What follows belongs to an exercise in optimizing a design on an open flow for small area, a short achievable clock period and few clock cycles; a production flow would make more cautious choices. In this exercise RTL edits were held to simulation tests only and were not proved equivalent to the original. Power is estimated from default activity; no workload was simulated.

Design ucode_core, start of the top module:
module ucode_core (
    input  logic                          clk,
    input  logic                          rst,
    input  logic                          in_valid,
    output logic                          in_ready,
    input  logic [ucode_pkg::INSTR_W-1:0] in_instr,
    output logic                          wb_valid,
    input  logic                          wb_ready,
    output logic [ucode_pkg::REG_AW-1:0]  wb_reg,
    output logic [ucode_pkg::DATA_W-1:0]  wb_data
);
Size in the first run: ~690 flip-flops, roughly 31,000 um2 of cells after synthesis.
clock: 8.5 ns
lec_check: 0
cap_margin: 20
core_margin: 2
core_utilization: 55
cts_buf_list: sky130_fd_sc_hd__clkbuf_8
cts_cluster_diameter: 50
cts_cluster_size: 20
slew_margin: 20
standard.sh (not shown) runs the stock make flow with config.mk's settings and CLKGATE_MAP_FILE= SYNTH_SCRIPT=/design/flow/synth_recipe.tcl, a recipe that flattens the netlist after the stock synthesis.
==> flow/flow/run.sh <==
#!/bin/bash
# Standard ORFS layout; repair_timing aims for extra setup slack
set -euo pipefail
bash standard.sh finish SETUP_SLACK_MARGIN=5.4 > standard.log 2>&1
Testbench counts at the start, summed over its fixed seeds: cycles 8,520.
Edit:
CTS_BUF_LIST = default   (was sky130_fd_sc_hd__clkbuf_8)
CTS_CLUSTER_DIAMETER = default   (was 50)
CTS_CLUSTER_SIZE = default   (was 20)
=>
- sequential cell count stays the same
- setup slack gains 0.026 ns
- global-route usage went up by 0.44 points
- clock skew went down by 0.020 ns
- first-iteration DRC count went up slightly
- design area went up by a few percent
Edit:
CTS_CLUSTER_DIAMETER = 60   (was default)
CTS_CLUSTER_SIZE = 22   (was default)
Sequential cell count stays the same.
Cell area decreases slightly.
Synthesized cell count stays the same.
Area after synthesis is unchanged.
Edit:
TNS_END_PERCENT = 30   (was default)
Critical path depth came out lower by 2.
Utilization barely changes.
Combinational power increases by about 4%.
Final area is about the same.
Worst setup slack gets worse by 0.22 ns.
Non-clock buffer count went up by 9.
Global-route usage went down by 0.22 points.
Clock power barely changes.
Edit:
==> flow/run.sh (new file) <==
#!/bin/bash
# synth_recipe.tcl (not shown) runs the flow's synth.tcl, then flattens the netlist and writes it again
# the make line also repeats each setting of config.mk as NAME=value (left out here)
make -C /OpenROAD-flow-scripts/flow DESIGN_CONFIG=/design/flow/config.mk WORK_HOME=/design/flow/orfs CLKGATE_MAP_FILE= SYNTH_SCRIPT=/design/flow/synth_recipe.tcl finish
CORE_UTILIZATION = 65   (was 55)
CTS_BUF_LIST = sky130_fd_sc_hd__clkbuf_4 sky130_fd_sc_hd__clkbuf_8   (was default)
CTS_CLUSTER_DIAMETER = default   (was 60)
CTS_CLUSTER_SIZE = 30   (was 22)
SETUP_SLACK_MARGIN = 5   (was default)
TNS_END_PERCENT = default   (was 30)
removed: flow/flow/run.sh
removed: flow/standard.sh
After rerunning: Die area drops by about 15%. Total power climbs by about 3.7%. Count of clock-buffer cells in the layout came out higher by 94. Cell area drops by about 2.2%. Cell count came out lower by about 2.5%. Area after synthesis is unchanged.


ucode_core again, from the RTL that the note above started with.
Settings: LEC_CHECK=0, CAP_MARGIN=20, CORE_MARGIN=2, CORE_UTILIZATION=55, SLEW_MARGIN=20; clock period 8.5 ns.
==> flow/flow/run.sh <==
#!/bin/bash
# Standard ORFS layout; repair_timing aims for extra setup slack
set -euo pipefail
bash standard.sh finish SETUP_SLACK_MARGIN=5.8 > standard.log 2>&1
Testbench counts at the start, summed over its fixed seeds: cycles 8,520.
Edit:
==> flow/flow/run.sh (replaced) <==
#!/bin/bash
# Standard ORFS layout; repair_timing aims for extra setup slack
set -euo pipefail
bash standard.sh finish SETUP_SLACK_MARGIN=5.4 > standard.log 2>&1
CORE_UTILIZATION = 62   (was 55)
CTS_CLUSTER_DIAMETER = 60   (was default)
CTS_CLUSTER_SIZE = 22   (was default)
Outcome: Global-route usage increases by 3.8 points. Fmax decreases by about 5%. Power decreases by about 12%. Wire length decreases by about 5%. Flip-flop and latch count is unchanged. Final cell count decreases by 6.4%. Die area decreases by about 11%.
Edit:
CORE_UTILIZATION = 55   (was 62)
CTS_BUF_LIST = sky130_fd_sc_hd__clkbuf_8   (was default)
CTS_CLUSTER_DIAMETER = 50   (was 60)
CTS_CLUSTER_SIZE = 16   (was 22)
After rerunning: Die area goes up by 12%. Non-clock buffer count shrinks by 14. Total power went down by 4.3%. Worst setup slack gets better by 0.11 ns. Clock-buffer cell count went up by 25. First-iteration DRC count decreases by 4.6%. Via count shrinks by 1.9%. Wire length barely changes. Utilization goes down by 9.2 points.
Edit:
==> flow/run.sh (new file) <==
#!/bin/bash
# synth_recipe.tcl (not shown) runs the flow's synth.tcl, then flattens the netlist and writes it again
# the make line also repeats each setting of config.mk as NAME=value (left out here)
make -C /OpenROAD-flow-scripts/flow DESIGN_CONFIG=/design/flow/config.mk WORK_HOME=/design/flow/orfs CLKGATE_MAP_FILE= SYNTH_SCRIPT=/design/flow/synth_recipe.tcl finish
CTS_BUF_LIST = default   (was sky130_fd_sc_hd__clkbuf_8)
CTS_CLUSTER_DIAMETER = default   (was 50)
CTS_CLUSTER_SIZE = default   (was 16)
SETUP_SLACK_MARGIN = 5   (was default)
removed: flow/flow/run.sh
removed: flow/standard.sh
=>
- The changed run completed with no timing, DRC or antenna violations
- first-iteration DRC count drops by about a fifth
- routed wire length went down by a few percent
- sequential cell count does not change
- critical path depth went down by 2
- cell area went down slightly
- core utilization falls by 0.26 points
- hold slack degrades by 0.010 ns
Edit:
==> flow/flow/run.sh (new file) <==
#!/bin/bash
# Standard ORFS layout; repair_timing aims for extra setup slack
set -euo pipefail
bash standard.sh finish SETUP_SLACK_MARGIN=5.6 > standard.log 2>&1
==> flow/standard.sh (new file) <==
#!/bin/bash
# synth_recipe.tcl (not shown) runs the flow's synth.tcl, then flattens the netlist and writes it again
# the make line also repeats each setting of config.mk as NAME=value (left out here)
make -C /OpenROAD-flow-scripts/flow DESIGN_CONFIG=/design/flow/config.mk WORK_HOME=/design/flow/orfs CLKGATE_MAP_FILE= SYNTH_SCRIPT=/design/flow/synth_recipe.tcl "${@:-finish}"
SETUP_SLACK_MARGIN = default   (was 5)
removed: flow/run.sh
After rerunning:
- The new run produced a clean layout
- die area is unchanged
- worst setup slack is better by 0.32 ns
- utilization increases by 4.2 points
- area after synthesis does not change
- maximum frequency goes up by about 10%
- global-route usage rises by 1.7 points
- hold slack improved by 0.0032 ns
- critical path depth grows by 7
- routed wire length climbs by about 6%

[separate check: timing with driven ports]
The results above use ideal ports. As a check the final layouts listed here were re-extracted and re-timed, cells and wires unchanged. Step 1 assumes that a clkbuf_16 drives the clock port and a buf_2 every other input. Step 2 moves the port delays by t, midway between the first and last clock arrival at a register: inputs arrive t later, outputs are due t later. That takes back most of the time a late clock gives input paths. Slacks: no drivers / after step 1 / after step 2; pairs: no drivers / after step 1.
run	shift t [ns]	setup slack, ns	worst hold slack (ns)	worst setup path after step 2	cell pins on the clock port's net
the first run of note 1	0.752	5.339 / 5.337 / 4.656	0.425 / 0.425 / 0.425	input to register	1
the second run of note 1	0.675	5.364 / 5.356 / 4.803	0.416 / 0.416 / 0.416	input to register	1
the third run of note 1	0.680	5.400 / 5.342 / 4.739	0.420 / 0.420 / 0.420	input to register	1
the fourth run of note 1	0.690	5.177 / 5.177 / 4.706	0.428 / 0.428 / 0.428	input to register	1
the fifth run of note 1	0.763	4.974 / 4.974 / 4.272	0.424 / 0.424 / 0.424	input to register	1
the first run of note 2	0.668	5.415 / 5.415 / 5.116	0.423 / 0.423 / 0.423	input to register	1
the second run of note 2	0.680	5.258 / 5.258 / 4.812	0.427 / 0.427 / 0.427	input to register	1
the third run of note 2	0.748	5.367 / 5.350 / 4.642	0.424 / 0.424 / 0.424	input to register	1
the fourth run of note 2	0.678	5.002 / 5.010 / 4.364	0.414 / 0.414 / 0.414	input to register	1
the fifth run of note 2	0.669	5.325 / 5.325 / 5.037	0.417 / 0.417 / 0.417	input to register	1
After both steps every run listed still meets setup and hold. For the third run of note 2, which loses most, drivers alone change the setup slack by -0.017 ns; drivers and shift together by -0.725 ns.
